This design comes from an exercise in tuning for small area on the open sky130 flow, not from production work. RTL that was checked went through simulation tests only; none was proved equivalent to the original. Only the layout flow was run in runs 2 to 4; the RTL was not checked for function there. Power figures rest on the tool's default switching activity, not on a simulated workload.

==> flow/flow/run.sh <==
#!/bin/bash
# The standard layout with two changes, passed to ORFS through its own
# variables: single-drive buffers on the ports, and a clock tree of
# clkbuf_8 cells without dummy balancing loads. Make's full output (every
# ORFS step also keeps its own log under orfs/logs) goes to flow_make.log.
set -euo pipefail
export BUFFER_PORTS_ARGS="-buffer_cell sky130_fd_sc_hd__buf_1"
export CTS_ARGS="-sink_clustering_enable -repair_clock_nets -buf_list sky130_fd_sc_hd__clkbuf_8 -dont_use_dummy_load"
bash standard.sh > flow_make.log 2>&1
==> flow/standard.sh <==
#!/bin/bash
# synth_recipe.tcl (not shown) runs the flow's synth.tcl, then flattens the netlist and writes it again
# the make line also repeats each setting of config.mk as NAME=value (left out here)
make -C /OpenROAD-flow-scripts/flow DESIGN_CONFIG=/design/flow/config.mk WORK_HOME=/design/flow/orfs CLKGATE_MAP_FILE= SYNTH_SCRIPT=/design/flow/synth_recipe.tcl "${@:-finish}"
==> flow/config.mk <==
export PLATFORM = sky130hd
export DESIGN_NAME = ccu_muldiv_seq
export DESIGN_NICKNAME = ccu_muldiv_seq
export VERILOG_FILES = /design/flow/design.v
export SDC_FILE = /design/flow/constraint.sdc
export NUM_CORES = 4
export LEC_CHECK = 0
export CAP_MARGIN = 20
export CORE_MARGIN = 2
export CORE_UTILIZATION = 40
export CTS_BUF_LIST = sky130_fd_sc_hd__clkbuf_8
export SLEW_MARGIN = 20
export SYNTH_HIERARCHICAL = 1
export SYNTH_MINIMUM_KEEP_SIZE = 0
==> flow/constraint.sdc <==
create_clock -name core_clock -period 10.5 [get_ports {clk}]
set_input_delay 2.1000 -clock core_clock [delete_from_list [all_inputs] [get_ports {clk}]]
set_output_delay 2.1000 -clock core_clock [all_outputs]
set_load 0.01 [all_outputs]
==> flow/design.v <==
module ccu_muldiv_seq (
    input  logic        clk,
    input  logic        rst,
    input  logic        start,
    input  logic [7:0]  alu_mode,
    input  logic [31:0] src1,
    input  logic [31:0] src2,
    input  logic        flush,
    output logic        stall,
    output logic        done,
    output logic [31:0] result,
    output logic        ccu_ans_mux_sel,
    output logic [1:0]  state_dbg
);
    logic [1:0]  st;
    logic [5:0]  cnt;
    logic [2:0]  op;
    logic [33:0] a;      
    logic [31:0] b;      
    logic [31:0] d;      
    logic        negn;   
    logic        c;      
    wire idle   = (st == 2'd0);
    wire busy   = st[0] ^ st[1];
    wire is_md  = (alu_mode[7:4] == 4'h4);
    wire accept = idle & start & is_md & ~flush;
    wire step   = ~cnt[5];
    wire last   = &cnt[4:0];
    wire dv     = (st == 2'd2) & step;               
    wire mstep  = (st == 2'd1) & step;               
    wire is_div = op[2] & ~op[1];
    wire is_rem = op[2] & op[1];
    wire msign  = ~op[2] & ~op[1] & op[0];           
    wire mhigh  = ~op[2] & (op[1] | op[0]);          
    wire sgn_d  = op[2] ? ~op[0] : msign;
    wire negd   = sgn_d & d[31];
    wire align  = is_rem & cnt[5] & (cnt[4:0] == 5'd0);
    wire corr   = is_rem & cnt[5] & (cnt[4:0] == 5'd1);
    wire fix    = cnt[5] & ~align;                   
    wire term   = cnt[5] & (&cnt[4:1]) & (cnt[0] | ~is_rem);
    wire        gate = dv | (mstep & b[0]) | (corr & a[32]);
    wire        sub  = dv ? (~a[33] ^ negd)
                          : ((mstep & last & b[0] & (op[1] ^ op[0]) & ~op[2]) | (corr & negd));
    wire [32:0] y    = ({33{gate}} & {sgn_d & d[31], d}) ^ {33{sub}};
    logic [32:0] s;
    mds_add33 u_add (.x(a[32:0]), .y(y), .ci(sub), .s(s));
    wire        e_n  = (&s) | (c & a[0]);
    wire q1     = b[30];                             
    wire negn_e = negn & ~(is_div & q1);             
    wire inv_e  = is_div ? (negn_e ^ negd) : negn_e;
    wire c0     = is_rem ? (negn & e_n) : (inv_e ^ (negn_e & e_n));
    wire inv    = op[2] & (is_div ? (negn ^ negd) : negn);
    wire sin    = (is_rem | mhigh) ? s[0] : b[0];
    wire t      = sin ^ inv;
    wire o      = is_rem ? (t & ~c) : (t ^ c);
    always_ff @(posedge clk or posedge rst) begin
        if (rst) begin
            st <= 2'd0;
        end else begin
            case (st)
                2'd0: if (accept) st <= alu_mode[2] ? 2'd2 : 2'd1;
                2'd3: st <= 2'd0;
                default: begin
                    if (flush) st <= 2'd0;
                    else if (term) st <= 2'd3;
                end
            endcase
        end
    end
    wire        ml   = busy & ~dv;                   
    wire        a32  = align ? a[33] : (msign & s[32]);
    wire [33:0] a_dv = {s[32], s[32:0], b[30] ^ negn};
    wire [33:0] a_ml = {s[32], a32, s[32:1]};
    wire [33:0] a_in = {33'd0, src1[31] & alu_mode[2] & alu_mode[0]};
    wire [33:0] a_n  = ({34{dv}} & a_dv) | ({34{ml}} & a_ml) | ({34{idle}} & a_in);
    wire [31:0] b_dv = {b[30:0], ~s[32]};
    wire [31:0] b_ml = {fix ? o : s[0], b[31:1]};
    wire [31:0] b_n  = ({32{idle}} & src1) | ({32{dv}} & b_dv) | ({32{ml}} & b_ml);
    always_ff @(posedge clk) begin
        a <= a_n;
        b <= b_n;
        if (idle) begin
            cnt  <= '0;
            op   <= alu_mode[2:0];
            d    <= src2;
            negn <= alu_mode[2] & ~alu_mode[0] & src1[31];
            c    <= 1'b0;
        end else begin
            cnt <= cnt + 6'd1;
            if (dv) begin
                if (last) begin
                    c    <= c0;
                    negn <= negn_e;
                end else begin
                    c <= e_n;
                end
            end else if (fix & is_div) begin
                c <= c & t;
            end
        end
    end
    assign stall           = accept | busy;
    assign done            = (st == 2'd3);
    assign ccu_ans_mux_sel = done;
    assign state_dbg       = st;
    assign result          = {o, b[31:1]};
endmodule
module mds_add33 (
    input  logic [32:0] x,
    input  logic [32:0] y,
    input  logic        ci,
    output logic [32:0] s
);
    logic g0, p0, g1, p1, c11, c22;
    mds_gp #(.W(11)) u_gp0 (.x(x[10:0]),  .y(y[10:0]),  .g(g0), .p(p0));
    mds_gp #(.W(11)) u_gp1 (.x(x[21:11]), .y(y[21:11]), .g(g1), .p(p1));
    assign c11 = g0 | (p0 & ci);
    assign c22 = g1 | (p1 & c11);
    mds_rca #(.W(11)) u_r0 (.x(x[10:0]),  .y(y[10:0]),  .ci(ci),  .s(s[10:0]));
    mds_rca #(.W(11)) u_r1 (.x(x[21:11]), .y(y[21:11]), .ci(c11), .s(s[21:11]));
    mds_rca #(.W(11)) u_r2 (.x(x[32:22]), .y(y[32:22]), .ci(c22), .s(s[32:22]));
endmodule
module mds_gp #(
    parameter int W = 11
) (
    input  logic [W-1:0] x,
    input  logic [W-1:0] y,
    output logic         g,
    output logic         p
);
    always_comb begin
        g = 1'b0;
        for (int i = 0; i < W; i++) g = (x[i] & y[i]) | ((x[i] | y[i]) & g);
    end
    assign p = &(x | y);
endmodule
module mds_rca #(
    parameter int W = 11
) (
    input  logic [W-1:0] x,
    input  logic [W-1:0] y,
    input  logic         ci,
    output logic [W-1:0] s
);
    logic [W:0] c;
    always_comb begin
        c[0] = ci;
        for (int i = 0; i < W; i++) begin
            s[i]   = x[i] ^ y[i] ^ c[i];
            c[i+1] = (x[i] & y[i]) | (c[i] & (x[i] ^ y[i]));
        end
    end
endmodule
==> summary.md, run 1 <==
| Metric | Value |
|---|---|
| Startpoint types | `register` |
| Crit path DAT | `9.06 ns` |
| Std cell rows | `45` |
| Pwr dens | `371 mW/mm^2` |
| First-pass GRT wire length | `about 21 mm` |
| Die X | `127 um` |
| Pleak | `2.56 nW` |
| Number of enable flip-flop cells after synthesis | `36` |
| Core area | `0.0150 sq mm` |
| Min-delay worst type | `reg -> reg` |
| Hold_sp | `b[26]` |
| Initial Util | `40.4%` |
| Fin nets | `around 740` |
| Setup CP Type | `reg -> reg` |
| Most used cell, CP | `fa_1` |
| Multi-input gate area | `0.00284 sq mm` |
| Total power draw | `0.00240 W` |
| Max FO, Critical Path | `19` |
| Sequential-to-total area share from yosys stat | `42.7%` |
| Number of fill cells | `1431` |
| Gr usage total | `16.2%` |
| Measured slew at the worst slew-check pin | `a little under 0.9 ns` |
| Setup bufs post-CTS | `0` |
| Period utilisation layout | `83.5%` |
| Dpl ws | `1.73 ns` |
| DRT iter0 DRCs | `402` |
| Initial antenna violation count | `0` |
| Final core occ | `43.0%` |
| R2r setup slk | `1.73 ns` |
| Hold_buf cts | `0` |
| WL/cell | `between 15 and 20 um` |
| Post-Syn Area per Cell | `10.9 sq um` |
| Max Root-Sink Buffers | `2` |
| Vias per cell | `5.34` |
| RSZ-0062 raised after global routing | `no` |
| Hold Violations, Final | `0` |
| # H-tree levels | `3` |
| ANT cells | `0` |
| Io pins | `113` |
| Antenna viol nets, final | `0` |
| Final Critical Period | `~8.8 ns` |
| Clock sinks | `111` |
| Run status | `timing/DRC/antenna clean` |
| Detail Placement HPWL | `8.98 mm` |
| Syn Std Cell Area | `0.00607 sq mm` |
| # DRC | `0` |
| Ys flop type | `dfxtp_1` |
| Area added between synthesis and finish | `6.45%` |
| Die area | `0.0162 sq mm` |
| Via count | `4318` |
| Storage element area | `0.00259 sq mm` |
| CP required | `10.79 ns` |
| Post_cts resized | `0` |
| Worst skew pair latency | `between 0.3 and 0.4 ns` |
| CTS root buf | `clkbuf_8` |
| Synth cell types | `60` |
| Worst relative slew slack | `41.1%` |
| Hold depth | `2` |
| TritonCTS clock tree | `done` |
| Slowest CP cell | `o22ai_2` |
| Final WS setup | `around 1.7 ns` |
| Total negative slack | `0 ns` |
| Fin Clk Skew | `approximately 0.037 ns` |
| Number of global-route vias before repair | `4308` |
| RD Place Congestion | `0.799` |
| FF-to-FF End | `c` |
| Crit path largest cell delay | `0.62 ns` |
| Pins Over Slew Limit | `0` |
| Clk pin slew, worst setup/hold paths | `between 0.1 and 0.15 ns` |
| Reg2reg start | `cnt[5]` |
| Worst Hold End | `b[27]` |
| Peak VDD IR | `about 190 uV` |
| Layout cells sized above 1 | `4.52%` |
| Fmax | `0.114 GHz` |
| Pin count of the biggest net entering global routing | `82` |
| Total gr overflow | `0` |
| CTS Buf Count | `9` |
| CP endpoint kind | `register` |
| Die Y | `between 100 and 150 um` |
| PortBufs | `between 100 and 150` |
| TritonRoute pass-1 iters | `7` |
| Mapped Cells | `558` |
| Syn Nets | `~680` |
| Most frequent cells in the layout | `buf_1, dfxtp_1, inv_1` |
| Placed Area | `0.00634 sq mm` |
| Worst R2R Path Depth | `29` |
| Final instance area | `0.00646 sq mm` |
| Total Wirelength | `12.8 mm` |
| Commonest non-fill, non-tap cell in the layout | `buf_1` |
| Ys Warns | `9` |
| Synth Register Bits | `111` |
| Post-synth ARST share | `1.80%` |
| Max-cap violations | `0` |
| Setup violators final | `0` |
## final cells by class
| class | instances | share of cell area [%] |
|---|---|---|
| clock buffer | 9 | 1.92 |
| inverter | 60 | 3.48 |
| multi-input combinational | 325 | 43.9 |
| sequential | 111 | 40.1 |
| tap | 188 | 3.64 |
| timing repair buffer | 115 | 6.91 |
## registers in the layout (all words and copies together), names as in the netlist
register and flops:
a 34, b 32, d 32, cnt 6, op 3, st 2
c 1, negn 1
## worst max path at each step
| stage | to | startpoint |
|---|---|---|
| 2_1_floorplan | c | st[0] |
| 3_3_place_gp | c | cnt[5] |
| 3_5_place_dp | c | cnt[5] |
| 4_1_cts | c | cnt[5] |
| 5_1_grt | c | cnt[5] |
| 6_report | c | cnt[5] |
## cells in the mapped netlist (4+ instances only)
master    instances  area, sq um
ha_1             11          138
a31oi_1           4         25.0
o221ai_1          4         35.0
a22o_1           30          263
buf_4            34          255
nor3_1            5         25.0
nand2_1          48          180
o21ai_0           9         45.0
o22ai_1           8         50.1
nand3_1           7         35.0
clkbuf_1         13         48.8
edfxtp_1         36         1080
nand4_1           9         56.3
fa_1             30          601
nor2b_1           7         43.8
buf_1             7         26.3
nor2_1           14         52.6
a222oi_1         30          300
xnor2_1           4         35.0
a22oi_1           8         60.1
a21oi_1           8         40.0
inv_1            60          225
o211ai_1          5         37.5
xor2_1           36          315
dfxtp_1          73         1460
## modules after synthesis (local to each module, per instance), a selection
module,flip-flops and latches,area (sq um)
ccu_muldiv_seq,111,5010
mds_add33,0,15.0
## where the power goes
| part | switching, W | internal [W] |
|---|---|---|
| combinational | 0.000878 | 0.000580 |
| clock | 0.000132 | 0.0000775 |
| sequential | 0.000115 | 0.000618 |
| total | 0.00112 | 0.00127 |
## critical path, delay by kind of cell (launching register included)
family,cells,cell delay [ns]
AOI/OAI and AO/OA,5,1.45
xor gates and xnor gates,2,0.68
adders and majority gates,10,3.69
buffers and inverters,3,0.48
DFF,1,0.60
muxes,1,0.30
and+or+nand+nor,8,1.49
## layer usage
metal | wire length [um] | track usage (%) | vias to the layer above
li1 | - | - | 2096
met4 | 108 | 3.94 | 0
met5 | 0 | 0 | -
met2 | 6160 | 26.7 | 125
met3 | 736 | 4.82 | 8
met1 | 5750 | 21.1 | 2089
## logic make-up after synthesis
kind of cell / count (synthesis) / share of synthesized area, %
compound gates: 123 / 16.7
buf+inv: 122 / 10.8
simple gates: 114 / 10.0
flops: 111 / 42.7
xor+xnor: 43 / 6.95
fa+ha+maj: 41 / 12.2
mux: 4 / 0.701
## through the flow
stage	cells	hold WS [ns]
6_report	808	0.488
5_1_grt	808	0.508
4_1_cts	808	0.493
3_5_place_dp	799	0.479
3_3_place_gp	799	0.475
2_1_floorplan	558	0.450
==> run 2, diff against run 1 <==
--- a/flow/design.v
+++ b/flow/design.v
@@ -38,9 +38,9 @@
     wire corr   = is_rem & cnt[5] & (cnt[4:0] == 5'd1);
     wire fix    = cnt[5] & ~align;                   
     wire term   = cnt[5] & (&cnt[4:1]) & (cnt[0] | ~is_rem);
-    wire        gate = dv | (mstep & b[0]) | (corr & a[32]);
+    wire        gate = dv | (mstep & b[0]) | (corr & (a[32] ^ c));
     wire        sub  = dv ? (~a[33] ^ negd)
-                          : ((mstep & last & b[0] & (op[1] ^ op[0]) & ~op[2]) | (corr & negd));
+                          : ((mstep & last & b[0] & (op[1] ^ op[0]) & ~op[2]) | (corr & ~(negd ^ a[32])));
     wire [32:0] y    = ({33{gate}} & {sgn_d & d[31], d}) ^ {33{sub}};
     logic [32:0] s;
     mds_add33 u_add (.x(a[32:0]), .y(y), .ci(sub), .s(s));
@@ -52,7 +52,7 @@
     wire inv    = op[2] & (is_div ? (negn ^ negd) : negn);
     wire sin    = (is_rem | mhigh) ? s[0] : b[0];
     wire t      = sin ^ inv;
-    wire o      = is_rem ? (t & ~c) : (t ^ c);
+    wire o      = t ^ (c & ~op[1]);
     always_ff @(posedge clk or posedge rst) begin
         if (rst) begin
             st <= 2'd0;
@@ -94,7 +94,7 @@
                 end else begin
                     c <= e_n;
                 end
-            end else if (fix & is_div) begin
+            end else if (fix) begin
                 c <= c & t;
             end
         end
--- a/flow/flow/run.sh
+++ b/flow/flow/run.sh
@@ -1,7 +1,7 @@
 #!/bin/bash
 # The standard layout with two changes, passed to ORFS through its own
 # variables: single-drive buffers on the ports, and a clock tree of
-# clkbuf_8 cells without dummy balancing loads. Make's full output (every
+# clkbuf_8 cells without dummy balancing loads.
 # ORFS step also keeps its own log under orfs/logs) goes to flow_make.log.
 set -euo pipefail
 export BUFFER_PORTS_ARGS="-buffer_cell sky130_fd_sc_hd__buf_1"
--- a/flow/config.mk
+++ b/flow/config.mk
@@ -5,10 +5,10 @@
 export SDC_FILE = /design/flow/constraint.sdc
 export NUM_CORES = 4
 export LEC_CHECK = 0
-export CAP_MARGIN = 20
+export CAP_MARGIN = 0
 export CORE_MARGIN = 2
 export CORE_UTILIZATION = 40
 export CTS_BUF_LIST = sky130_fd_sc_hd__clkbuf_8
-export SLEW_MARGIN = 20
+export SLEW_MARGIN = 0
 export SYNTH_HIERARCHICAL = 1
 export SYNTH_MINIMUM_KEEP_SIZE = 0
==> run 2 against run 1 <==
Compared with the run above:
- still clean on timing, DRC and antenna
- register-to-register slack worse by 0.11 ns
- synthesized cell count increased by 2.3%
- sequential power grew 3.0%
- critical path depth is 2 higher
- final cell count rose by 1.6%
- critical path type unchanged
==> summary.md, run 2 <==
| Metric | Value |
|---|---|
| Number of enable flip-flop cells after synthesis | `36` |
| Setup violators final | `0` |
| Multiplexer area fraction after synthesis | `0.877%` |
| Die area | `0.0163 sq mm` |
| Setup bufs post-CTS | `0` |
| Total gr overflow | `0` |
| Pins Over Slew Limit | `0` |
| Startpoint types | `register` |
| Max-cap violations | `0` |
| DRT iter0 DRCs | `268` |
| Synth area leaders | `dfxtp_1, edfxtp_1, fa_1` |
| Post-synthesis simple-gate area fraction | `11.2%` |
| Detail Placement HPWL | `8.91 mm` |
| Non-Filler Instances | `821` |
| Fin Clk Skew | `0.0359 ns` |
| Slowest CP cell | `o41ai_1` |
| Via count | `4478` |
| Crit path largest cell delay | `0.58 ns` |
| Pleak | `approximately 2.6 nW` |
| CTS root buf | `clkbuf_8` |
| Clock sinks | `111` |
| Compound-gate portion of the synthesized area | `16.3%` |
| WHS | `0.497 ns` |
| Final core occ | `43.2%` |
| Comb power frac | `57.5%` |
| Internal Power | `~0.0012 W` |
| Pin count of the biggest net entering global routing | `81` |
| Setup CP Type | `reg -> reg` |
| Clk pin slew, worst setup/hold paths | `about 0.11 ns` |
| Placed cells | `between 800 and 900` |
| Fin nets | `750` |
| Gr usage total | `16.3%` |
| Sw Pwr | `just over 0.001 W` |
| Largest family of logic cells by synthesized area | `compound AO/OA/AOI/OAI gates` |
| Io pins | `113` |
| Mapped Cells | `about 570` |
| Initial antenna violation count | `0` |
| TritonRoute pass-1 iters | `7` |
| Layout cells sized above 1 | `5.21%` |
| Peak VDD IR | `256 uV` |
| Fmax | `0.113 GHz` |
| Switching portion of total power | `between 40% and 50%` |
| Most flops, register | `a` |
| Vias per cell | `roughly 5.5` |
| Final Critical Period | `8.88 ns` |
| CTS Buf Count | `9` |
| PortBufs | `111` |
| Dpl ws | `1.65 ns` |
| Worst skew pair latency | `~0.39 ns` |
| Number of global-route vias before repair | `4283` |
| Final WS setup | `1.62 ns` |
| Initial Util | `40.6%` |
| Worst relative slew slack | `between 40% and 50%` |
| First-pass GRT wire length | `between 20 and 25 mm` |
| Synth top cells by count | `dfxtp_1, nand2_1, inv_1` |
| # H-tree levels | `3` |
| Synth cell types | `63` |
| Most used cell, CP | `fa_1` |
| Total negative slack | `0 ns` |
| Total Wirelength | `~13 mm` |
| Pwr dens | `347 mW/mm^2` |
| Max reg flops | `34` |
| Post-Syn Area per Cell | `10.7 sq um` |
| ANT cells | `0` |
| Ys Warns | `9` |
| Worst R2R Path Depth | `31` |
| Most frequent cells in the layout | `buf_1, dfxtp_1, nand2_1` |
| # DRC | `0` |
| Die X | `128 um` |
| Synth Area in Adders | `11.6%` |
| Seq pwr share | `33.4%` |
| Area added between synthesis and finish | `6.28%` |
| Clk pwr share | `about 9.2%` |
| Yosys top cell area share | `23.8%` |
| RSZ-0062 raised after global routing | `no` |
| Min-delay worst type | `reg -> reg` |
| Max FO, Critical Path | `19` |
| Hold_buf cts | `0` |
| Ys flop type | `dfxtp_1` |
| Core area | `0.0151 sq mm` |
| CP required | `10.82 ns` |
| Commonest non-fill, non-tap cell in the layout | `buf_1` |
| TritonCTS clock tree | `done` |
| Syn Nets | `686` |
| Sequential-to-total area share from yosys stat | `a little over two fifths` |
| Synth Register Bits | `111` |
| Syn Std Cell Area | `0.00613 sq mm` |
| Crit path DAT | `9.20 ns` |
| Post_cts resized | `0` |
| Measured slew at the worst slew-check pin | `0.891 ns` |
| Synth Area in XOR/XNOR | `slightly below 7%` |
| Post-synth ARST share | `under 10%` |
| RD Place Congestion | `a little over 0.8` |
| WL/cell | `about 16 um` |
| Synth area leader | `dfxtp_1` |
| Std cell rows | `45` |
| Period utilisation layout | `84.6%` |
| Top Registers | `a: 34 flops, b: 32 flops, d: 32 flops` |
| CP endpoint kind | `register` |
| Run status | `timing/DRC/antenna clean` |
| Hold Violations, Final | `0` |
| Antenna viol nets, final | `0` |
| Die Y | `128 um` |
| Hold depth | `2` |
| Most common cell in the netlist | `dfxtp_1` |
| Max Root-Sink Buffers | `2` |
-- run 2: power groups by stage --
stage	logic (W)	registers, W	clock network (W)
after detailed placement	0.00129	0.000763	0
after global routing	0.00147	0.000778	0.000234
after floorplan	0.00112	0.000724	0
after global placement	0.00127	0.000755	0
after CTS	0.00131	0.000755	0.000220
final	0.00130	0.000755	0.000207
-- run 2: path summary, 6_finish.rpt --
| kind | from | slack, ns | end |
|---|---|---|---|
| setup / recovery | cnt[0] | 1.62 | c |
| hold / removal | b[31] | 0.50 | b[30] |
| setup reg to reg | cnt[0] | 1.62 | c |
| hold reg to reg | b[31] | 0.50 | b[30] |
| max in group asynchronous | rst | 8.86 | st[1] |
| min in group asynchronous | rst | 1.53 | st[0] |
-- run 2: final cells by class --
type,count,area [sq um]
Sequential cell,111,2590
Tap cell,188,235
Inverter,58,218
Fill cell,1462,8570
Multi-Input combinational cell,339,2900
Clock buffer,9,124
Timing Repair Buffer,116,454
-- run 2: metrics by stage --
stage | total power (W) | instance area, sq um
floorplan | 0.00184 | 6130
global placement | 0.00203 | 6390
detailed placement | 0.00205 | 6390
CTS | 0.00228 | 6520
global route | 0.00248 | 6520
finish | 0.00226 | 6520
-- run 2: logic make-up (layout without fill, tap and decap cells) --
group,after synthesis,after routing
AOI/OAI and AO/OA,121,121
xor gates and xnor gates,43,43
adders and majority gates,39,39
buffers and inverters,121,183
DFF,111,111
muxes,5,5
and+or+nand+nor,131,131
-- run 2: layer usage --
metal  share of wire, %  track usage, %
met2                 48            25.8
met1                 46            21.8
met4                1.4            5.24
met3                5.3            4.67
met5                  0               0
-- run 2: per-module statistics from Yosys (local to each module, per instance), a selection --
module	cell area [sq um]	cells	flops+latches	copies in the design
ccu_muldiv_seq	5070	471	111	1
mds_add33	15.0	2	0	1
-- run 2: worst max-delay path, delay by kind of cell, from the launching register on --
family	cells	cell delay, ns
buf+inv	3	0.45
fa+ha+maj	12	4.15
xor+xnor	2	0.71
compound gates	7	2.01
flops	1	0.43
simple gates	7	1.03
==> run 3, diff against run 2 <==
--- a/flow/design.v
+++ b/flow/design.v
@@ -15,7 +15,7 @@
     logic [1:0]  st;
     logic [5:0]  cnt;
     logic [2:0]  op;
-    logic [33:0] a;      
+    logic [32:0] a;      
     logic [31:0] b;      
     logic [31:0] d;      
     logic        negn;   
@@ -38,12 +38,13 @@
     wire corr   = is_rem & cnt[5] & (cnt[4:0] == 5'd1);
     wire fix    = cnt[5] & ~align;                   
     wire term   = cnt[5] & (&cnt[4:1]) & (cnt[0] | ~is_rem);
-    wire        gate = dv | (mstep & b[0]) | (corr & (a[32] ^ c));
-    wire        sub  = dv ? (~a[33] ^ negd)
-                          : ((mstep & last & b[0] & (op[1] ^ op[0]) & ~op[2]) | (corr & ~(negd ^ a[32])));
+    wire        gate = dv | (mstep & b[0]) | (corr & a[32]);
+    wire        first = ~|cnt;
+    wire        sub  = dv ? ((b[0] | first) ^ negd)
+                          : ((mstep & last & b[0] & (op[1] ^ op[0]) & ~op[2]) | (corr & negd));
     wire [32:0] y    = ({33{gate}} & {sgn_d & d[31], d}) ^ {33{sub}};
     logic [32:0] s;
-    mds_add33 u_add (.x(a[32:0]), .y(y), .ci(sub), .s(s));
+    mds_add33 u_add (.x(a), .y(y), .ci(sub), .s(s));
     wire        e_n  = (&s) | (c & a[0]);
     wire q1     = b[30];                             
     wire negn_e = negn & ~(is_div & q1);             
@@ -52,7 +53,7 @@
     wire inv    = op[2] & (is_div ? (negn ^ negd) : negn);
     wire sin    = (is_rem | mhigh) ? s[0] : b[0];
     wire t      = sin ^ inv;
-    wire o      = t ^ (c & ~op[1]);
+    wire o      = is_rem ? (t & ~c) : (t ^ c);
     always_ff @(posedge clk or posedge rst) begin
         if (rst) begin
             st <= 2'd0;
@@ -68,11 +69,11 @@
         end
     end
     wire        ml   = busy & ~dv;                   
-    wire        a32  = align ? a[33] : (msign & s[32]);
-    wire [33:0] a_dv = {s[32], s[32:0], b[30] ^ negn};
-    wire [33:0] a_ml = {s[32], a32, s[32:1]};
-    wire [33:0] a_in = {33'd0, src1[31] & alu_mode[2] & alu_mode[0]};
-    wire [33:0] a_n  = ({34{dv}} & a_dv) | ({34{ml}} & a_ml) | ({34{idle}} & a_in);
+    wire        a32  = align ? ~b[0] : (msign & s[32]);
+    wire [32:0] a_dv = {s[31:0], b[30] ^ negn};
+    wire [32:0] a_ml = {a32, s[32:1]};
+    wire [32:0] a_in = {32'd0, src1[31] & alu_mode[2] & alu_mode[0]};
+    wire [32:0] a_n  = ({33{dv}} & a_dv) | ({33{ml}} & a_ml) | ({33{idle}} & a_in);
     wire [31:0] b_dv = {b[30:0], ~s[32]};
     wire [31:0] b_ml = {fix ? o : s[0], b[31:1]};
     wire [31:0] b_n  = ({32{idle}} & src1) | ({32{dv}} & b_dv) | ({32{ml}} & b_ml);
@@ -94,7 +95,7 @@
                 end else begin
                     c <= e_n;
                 end
-            end else if (fix) begin
+            end else if (fix & is_div) begin
                 c <= c & t;
             end
         end
--- a/flow/flow/run.sh
+++ b/flow/flow/run.sh
@@ -1,7 +1,7 @@
 #!/bin/bash
 # The standard layout with two changes, passed to ORFS through its own
 # variables: single-drive buffers on the ports, and a clock tree of
-# clkbuf_8 cells without dummy balancing loads.
+# clkbuf_8 cells without dummy balancing loads. Make's full output (every
 # ORFS step also keeps its own log under orfs/logs) goes to flow_make.log.
 set -euo pipefail
 export BUFFER_PORTS_ARGS="-buffer_cell sky130_fd_sc_hd__buf_1"
--- a/flow/config.mk
+++ b/flow/config.mk
@@ -5,10 +5,10 @@
 export SDC_FILE = /design/flow/constraint.sdc
 export NUM_CORES = 4
 export LEC_CHECK = 0
-export CAP_MARGIN = 0
+export CAP_MARGIN = 20
 export CORE_MARGIN = 2
 export CORE_UTILIZATION = 40
 export CTS_BUF_LIST = sky130_fd_sc_hd__clkbuf_8
-export SLEW_MARGIN = 0
+export SLEW_MARGIN = 20
 export SYNTH_HIERARCHICAL = 1
 export SYNTH_MINIMUM_KEEP_SIZE = 0
==> run 3 against run 2 <==
Compared with the run above:
- total power is 9.3% higher
- critical endpoint unchanged
- critical path type unchanged
- combinational power is 18% higher
- hold slack better by 0.0040 ns
- first-iteration DRC count is 26% higher
- fmax hardly changed
- non-clock buffer count stayed put
- still clean on timing, DRC and antenna
- critical path depth is 1 higher
- design area is 0.79% lower
- clock-buffer cell count stayed put
- clock power hardly changed
==> summary.md, run 3 <==
| Metric | Value |
|---|---|
| Run status | `timing/DRC/antenna clean` |
| Detail Placement HPWL | `about 9.1 mm` |
| Pins Over Slew Limit | `0` |
| CP required | `about 11 ns` |
| Hold Violations, Final | `0` |
| Area added between synthesis and finish | `7.40%` |
| Antenna viol nets, final | `0` |
| Total power draw | `0.00247 W` |
| Number of enable flip-flop cells after synthesis | `36` |
| Post-synth ARST share | `1.82%` |
| Setup CP Type | `reg -> reg` |
| Peak VDD IR | `206 uV` |
| Synth cell types | `59` |
| # H-tree levels | `3` |
| Most common cell in the netlist | `dfxtp_1` |
| Slowest CP cell | `xor3_1` |
| Fmax | `0.113 GHz` |
| Post-Syn Area per Cell | `10.7 sq um` |
| WL/cell | `16.1 um` |
| Die Y | `~130 um` |
| Synth top cells by count | `dfxtp_1, inv_1, nand2_1` |
| Top Registers | `a: 33 flops, b: 32 flops, d: 32 flops` |
| Pin count of the biggest net entering global routing | `82` |
| Syn Nets | `679` |
| Post_cts resized | `0` |
| Max FO, Critical Path | `22` |
| Fin nets | `746` |
| Startpoint types | `register` |
| Number of global-route vias before repair | `4293` |
| Via count | `4460` |
| First-pass GRT wire length | `21.1 mm` |
| Mapped Cells | `562` |
| Total gr overflow | `0` |
| CP endpoint kind | `register` |
| Std cell rows | `44` |
| Core area | `between 0.01 and 0.015 sq mm` |
| Yosys top cell area share | `23.9%` |
| Pwr dens | `roughly 380 mW/mm^2` |
| Final core occ | `44.2%` |
| Syn Std Cell Area | `0.00602 sq mm` |
| Ys Warns | `9` |
| Measured slew at the worst slew-check pin | `between 0.8 and 0.9 ns` |
| DRT iter0 DRCs | `339` |
| Clk pin slew, worst setup/hold paths | `0.11 ns` |
| Max Root-Sink Buffers | `2` |
| Layout cells sized above 1 | `4.47%` |
| ANT cells | `0` |
| PortBufs | `111` |
| Setup bufs post-CTS | `0` |
| Clock sinks | `110` |
| TritonCTS clock tree | `done` |
| CTS Buf Count | `9` |
| Number of fill cells | `1428` |
| Die area | `about 0.016 sq mm` |
| Initial antenna violation count | `0` |
| Worst relative slew slack | `40.8%` |
| Die X | `127 um` |
| Max-cap violations | `0` |
| Total negative slack | `0 ns` |
| RSZ-0062 raised after global routing | `no` |
| Total Wirelength | `13.1 mm` |
| Min-delay worst type | `reg -> reg` |
| RD Place Congestion | `0.822` |
| TritonRoute pass-1 iters | `9` |
| Synth Register Bits | `110` |
| Worst skew pair latency | `0.40 ns` |
| Most used cell, CP | `fa_1` |
| Synth area leader | `dfxtp_1` |
| Most flops, register | `a` |
| Hold_buf cts | `0` |
| Fin Clk Skew | `0.0388 ns` |
| Non-Filler Instances | `811` |
| Io pins | `113` |
| Placed cells | `802` |
| Period utilisation layout | `84.7%` |
| Sequential-to-total area share from yosys stat | `42.7%` |
| Setup violators final | `0` |
| Crit path largest cell delay | `0.52 ns` |
| Final Critical Period | `about 8.9 ns` |
| Most frequent cells in the layout | `buf_1, dfxtp_1, inv_1` |
| Pleak | `around 2.6 nW` |
| Ys flop type | `dfxtp_1` |
| CTS root buf | `clkbuf_8` |
| Commonest non-fill, non-tap cell in the layout | `buf_1` |
| Crit path DAT | `9.19 ns` |
| Max reg flops | `33` |
| Initial Util | `41.1%` |
| # DRC | `0` |
| Vias per cell | `5.50` |
| Gr usage total | `between 15 and 20%` |
| Synth area leaders | `dfxtp_1, edfxtp_1, fa_1` |
run 3: cell count changes in the layout (fill, tap and decap cells not counted), moves of 4 or more:
| cell | before | now |
|---|---|---|
| nand2_1 | 61 | 51 |
| o21ai_0 | 6 | 1 |
| a21oi_1 | 5 | 9 |
| nand2b_1 | 6 | 2 |
| nand4_1 | 9 | 13 |
| o21ai_1 | 0 | 4 |
run 3: power breakdown:
part,switching [W],internal [W]
combinational,0.000933,0.000603
sequential,0.000115,0.000612
clock,0.000133,0.0000774
total,0.00118,0.00129
run 3: Yosys stat by module (local to each module, per instance), excerpt:
module / flip-flops and latches / area, sq um
ccu_muldiv_seq: 110 / 4960
mds_add33: 0 / 15.0
run 3: through the flow:
stage / setup slack, ns / hold WS, ns / cell area (sq um)
after detailed placement: 1.59 / 0.483 / 6340
after global routing: 1.13 / 0.550 / 6470
after global placement: 1.71 / 0.477 / 6340
after CTS: 1.56 / 0.497 / 6470
final: 1.61 / 0.501 / 6470
after floorplan: 2.45 / 0.450 / 6020
run 3: worst paths after layout:
check | startpoint | end | slack [ns] | cells after the start
setup / recovery | cnt[0] | c | 1.61 | 32
hold reg to reg | b[4] | b[3] | 0.50 | 2
setup reg to reg | cnt[0] | c | 1.61 | 32
max in group asynchronous | rst | st[1] | 8.87 | 2
min in group asynchronous | rst | st[0] | 1.52 | 2
hold / removal | b[4] | b[3] | 0.50 | 2
run 3: critical path: cells and delay by family (launching register included):
family	cells	cell delay (ns)
AOI/OAI and AO/OA	8	1.74
xor gates and xnor gates	2	0.72
adders and majority gates	12	4.12
buffers and inverters	3	0.55
DFF	1	0.38
and+or+nand+nor	7	1.26
run 3: area by class of cell:
cell class / instances / area (sq um) / area share [%]
timing repair buffer: 116 / 454 / 7.02
multi-input combinational: 333 / 2870 / 44.3
tap: 184 / 230 / 3.56
inverter: 59 / 221 / 3.42
sequential: 110 / 2570 / 39.8
clock buffer: 9 / 124 / 1.92
run 3: cell families (layout without fill, tap and decap cells):
kind of cell               count (synthesis)  after routing  share of synthesized area [%]
AOI/OAI and AO/OA                        124            124                           17.1
and+or+nand+nor                          123            123                           10.7
buffers and inverters                    119            184                           9.87
DFF                                      110            110                           42.7
xor gates and xnor gates                  43             43                           7.00
adders and majority gates                 41             41                           12.3
muxes                                      2              2                          0.374
run 3: per-layer routing:
| layer | track usage [%] | wire (um) | vias to the layer above |
|---|---|---|---|
| met1 | 21.2 | 5980 | 2199 |
| met2 | 26.8 | 6200 | 111 |
| li1 | - | - | 2132 |
| met5 | 0 | 0 | - |
| met4 | 4.27 | 181 | 0 |
| met3 | 5.02 | 688 | 18 |
==> run 4, diff against run 3 <==
--- a/flow/flow/run.sh
+++ b/flow/flow/run.sh
@@ -1,7 +1,7 @@
 #!/bin/bash
 # The standard layout with two changes, passed to ORFS through its own
 # variables: single-drive buffers on the ports, and a clock tree of
-# clkbuf_8 cells without dummy balancing loads. Make's full output (every
+# clkbuf_8 cells without dummy balancing loads.
 # ORFS step also keeps its own log under orfs/logs) goes to flow_make.log.
 set -euo pipefail
 export BUFFER_PORTS_ARGS="-buffer_cell sky130_fd_sc_hd__buf_1"
--- a/flow/config.mk
+++ b/flow/config.mk
@@ -5,10 +5,10 @@
 export SDC_FILE = /design/flow/constraint.sdc
 export NUM_CORES = 4
 export LEC_CHECK = 0
-export CAP_MARGIN = 20
+export CAP_MARGIN = 0
 export CORE_MARGIN = 2
 export CORE_UTILIZATION = 40
 export CTS_BUF_LIST = sky130_fd_sc_hd__clkbuf_8
-export SLEW_MARGIN = 20
+export SLEW_MARGIN = 0
 export SYNTH_HIERARCHICAL = 1
 export SYNTH_MINIMUM_KEEP_SIZE = 0
==> run 4 against run 3 <==
Compared with the run above:
- final cell count stayed put
- still clean
- fmax stayed put
- utilization stayed put
- critical endpoint unchanged
- combinational power hardly changed
- design area stayed put
- synthesized cell count stayed put
==> summary.md, run 4 <==
| Metric | Value |
|---|---|
| Peak VDD IR | `between 200 and 250 uV` |
| Crit path largest cell delay | `0.52 ns` |
| Commonest non-fill, non-tap cell in the layout | `buf_1` |
| WL/cell | `between 15 and 20 um` |
| Clock sinks | `110` |
| Post_cts resized | `0` |
| Worst Hold End | `b[3]` |
| ANT cells | `0` |
| CTS root buf | `clkbuf_8` |
| Ys flop type | `dfxtp_1` |
| Hold Violations, Final | `0` |
| Top Registers | `a: 33 flops, b: 32 flops, d: 32 flops` |
| Number of enable flip-flop cells after synthesis | `36` |
| Max reg flops | `33` |
| GRT Max-Usage Layer | `met2` |
| Hold depth | `2` |
| Pwr dens | `between 300 and 400 mW/mm^2` |
| Worst relative slew slack | `approximately two fifths` |
| Clk pin slew, worst setup/hold paths | `about 0.11 ns` |
| Synth Register Bits | `110` |
| Most flops, register | `a` |
| Antenna viol nets, final | `0` |
| Period utilisation layout | `84.7%` |
| Mapped Cells | `562` |
| Switching portion of total power | `47.7%` |
| Worst skew pair latency | `0.40 ns` |
| Layout cells sized above 1 | `between 4 and 5%` |
| Slowest CP cell | `xor3_1` |
| CP endpoint kind | `register` |
| GR Layer Usage met3 | `approximately 5.0%` |
| Post-synth ARST share | `1.82%` |
| Seq pwr share | `29.4%` |
| Setup CP Type | `reg -> reg` |
| DRT iter0 DRCs | `339` |
| TritonCTS clock tree | `done` |
| Pleak | `between 2 and 3 nW` |
| Post-Syn Area per Cell | `between 10 and 15 sq um` |
| Synth area leaders | `dfxtp_1, edfxtp_1, fa_1` |
| Min-delay worst type | `reg -> reg` |
| First-pass GRT wire length | `21.1 mm` |
| Ys Warns | `9` |
| Total power draw | `0.00247 W` |
| Die X | `127 um` |
| Final Critical Period | `around 8.9 ns` |
| Core area | `roughly 0.015 sq mm` |
| Setup bufs post-CTS | `0` |
| Syn Nets | `679` |
| Run status | `timing/DRC/antenna clean` |
| Syn Std Cell Area | `0.00602 sq mm` |
| Sequential-to-total area share from yosys stat | `a little over two fifths` |
| Sw Pwr | `between 0.001 and 0.0015 W` |
| Std cell rows | `44` |
| Met2 Use GR | `26.8%` |
| Total Wirelength | `13.1 mm` |
| Die Y | `between 100 and 150 um` |
| Pin count of the biggest net entering global routing | `slightly above 80` |
| Max FO, Critical Path | `22` |
| Most used cell, CP | `fa_1` |
| Initial antenna violation count | `0` |
| Comb power frac | `approximately 62%` |
| Io pins | `~110` |
| Fmax | `0.113 GHz` |
| Total gr overflow | `0` |
| Detail Placement HPWL | `9.14 mm` |
| Gr usage total | `16.3%` |
| TritonRoute pass-1 iters | `9` |
| Hold_buf cts | `0` |
| RSZ-0062 raised after global routing | `no` |
| Synth top cells by count | `dfxtp_1, inv_1, nand2_1` |
| Fin nets | `746` |
| Initial Util | `41.1%` |
| Worst R2R Path Depth | `32` |
| Die area | `0.0161 sq mm` |
| Vias per cell | `5.50` |
| Clk pwr share | `8.5%` |
| Hold_sp | `b[4]` |
| Synth area leader | `dfxtp_1` |
| Most frequent cells in the layout | `buf_1, dfxtp_1, inv_1` |
| # DRC | `0` |
| R2r setup slk | `1.61 ns` |
| FF-to-FF End | `c` |
| Yosys top cell area share | `between 20% and 30%` |
| Setup violators final | `0` |
| Total negative slack | `0 ns` |
| Pins Over Slew Limit | `0` |
| Synth cell types | `59` |
| Area added between synthesis and finish | `7.40%` |
| Fin Clk Skew | `roughly 0.039 ns` |
| Most common cell in the netlist | `dfxtp_1` |
| Number of global-route vias before repair | `around 4300` |
| Via count | `4460` |
| Reg2reg start | `cnt[0]` |
| Max Root-Sink Buffers | `2` |
| Internal Power | `roughly 0.0013 W` |
| # H-tree levels | `3` |
| RD Place Congestion | `roughly 0.82` |
| Crit path DAT | `~9.2 ns` |
| Max-cap violations | `0` |
| PortBufs | `111` |
| CP required | `10.80 ns` |
| GR Util met1 | `21.2%` |
| Startpoint types | `register` |
| Measured slew at the worst slew-check pin | `a little under 0.9 ns` |
| CTS Buf Count | `9` |
-- run 4: cell counts after synthesis --
Identical to the previous run, type by type.
-- run 4: Yosys stat by module, one instance, submodules excluded, excerpt --
module | area, sq um | flops+latches | copies in the design
ccu_muldiv_seq | 4960 | 110 | 1
mds_add33 | 15.0 | 0 | 1
-- run 4: how the worst max path moves through the flow --
| stage | start | cells past startpoint | endpoint |
|---|---|---|---|
| global route | cnt[0] | 32 | c |
| detailed placement | cnt[0] | 32 | c |
| CTS | cnt[0] | 32 | c |
| finish | cnt[0] | 32 | c |
| global placement | cnt[0] | 32 | c |
| floorplan | cnt[0] | 33 | c |
-- run 4: cells by family (layout without fill, tap and decap cells) --
group / Yosys count / count (layout) / synth area share (%)
AOI/OAI and AO/OA: 124 / 124 / 17.1
and+or+nand+nor: 123 / 123 / 10.7
buffers and inverters: 119 / 184 / 9.87
DFF: 110 / 110 / 42.7
xor gates and xnor gates: 43 / 43 / 7.00
adders and majority gates: 41 / 41 / 12.3
muxes: 2 / 2 / 0.374
-- run 4: power by group through the flow --
stage / clock [W] / sequential [W] / combinational [W]
5_1_grt: 0.000234 / 0.000746 / 0.00171
2_1_floorplan: 0 / 0.000702 / 0.00126
3_3_place_gp: 0 / 0.000728 / 0.00150
3_5_place_dp: 0 / 0.000734 / 0.00153
4_1_cts: 0.000219 / 0.000726 / 0.00155
6_report: 0.000210 / 0.000727 / 0.00154
-- run 4: critical path: cells and delay by family, from the launching register on --
kind / cells / cell delay [ns]
XOR/XNOR: 2 / 0.72
adder cells (fa/ha/maj): 12 / 4.12
AND/OR/NAND/NOR: 7 / 1.26
flip-flops: 1 / 0.38
AO/OA/AOI/OAI: 8 / 1.74
buffers and inverters: 3 / 0.55
-- run 4: routing by layer --
metal	part of all wire, %	vias up
li1	-	2132
met1	46	2199
met2	47	111
met3	5.3	18
met4	1.4	0
met5	0	-
-- run 4: stage by stage --
| step | cell area (sq um) | util [%] | hold WS [ns] | worst slack [ns] | cells |
|---|---|---|---|---|---|
| 2_1_floorplan | 6020 | - | 0.450 | 2.45 | 562 |
| 6_report | 6470 | 44.2 | 0.501 | 1.61 | 811 |
| 3_3_place_gp | 6340 | 43.3 | 0.477 | 1.71 | 802 |
| 4_1_cts | 6470 | 44.2 | 0.497 | 1.56 | 811 |
| 3_5_place_dp | 6340 | 43.3 | 0.483 | 1.59 | 802 |
| 5_1_grt | 6470 | 44.2 | 0.550 | 1.13 | 811 |
-- run 4: area by class of cell --
| class | instances | area, sq um |
|---|---|---|
| fillers | 1428 | 8180 |
| multi-input cells | 333 | 2870 |
| flip-flops and latches | 110 | 2570 |
| repair buffers | 116 | 454 |
| well taps | 184 | 230 |
| inverters | 59 | 221 |
| clock buffers | 9 | 124 |

==> re-timing with driven ports <==
Ports are ideal in the flow. The routed layouts listed here were re-timed in OpenROAD.
Step 1 assumes that a clkbuf_16 drives the clock port and a buf_2 every other input.
Step 2 moves the port delays by t, midway between the first and last clock arrival at a register: inputs arrive t later, outputs are due t later. That takes back most of the time a late clock gives input paths.
Three values: ideal ports, drivers, drivers and shift; two values: the first two.
run	t, ns	slack for setup (ns)	pins driven straight from the clock port
run 1	0.411	1.728 / 1.728 / 1.728	1
run 2	0.414	1.620 / 1.620 / 1.620	1
run 3	0.420	1.611 / 1.611 / 1.611	1
run 4	0.420	1.611 / 1.611 / 1.611	1
After both steps every run listed still meets setup and hold.
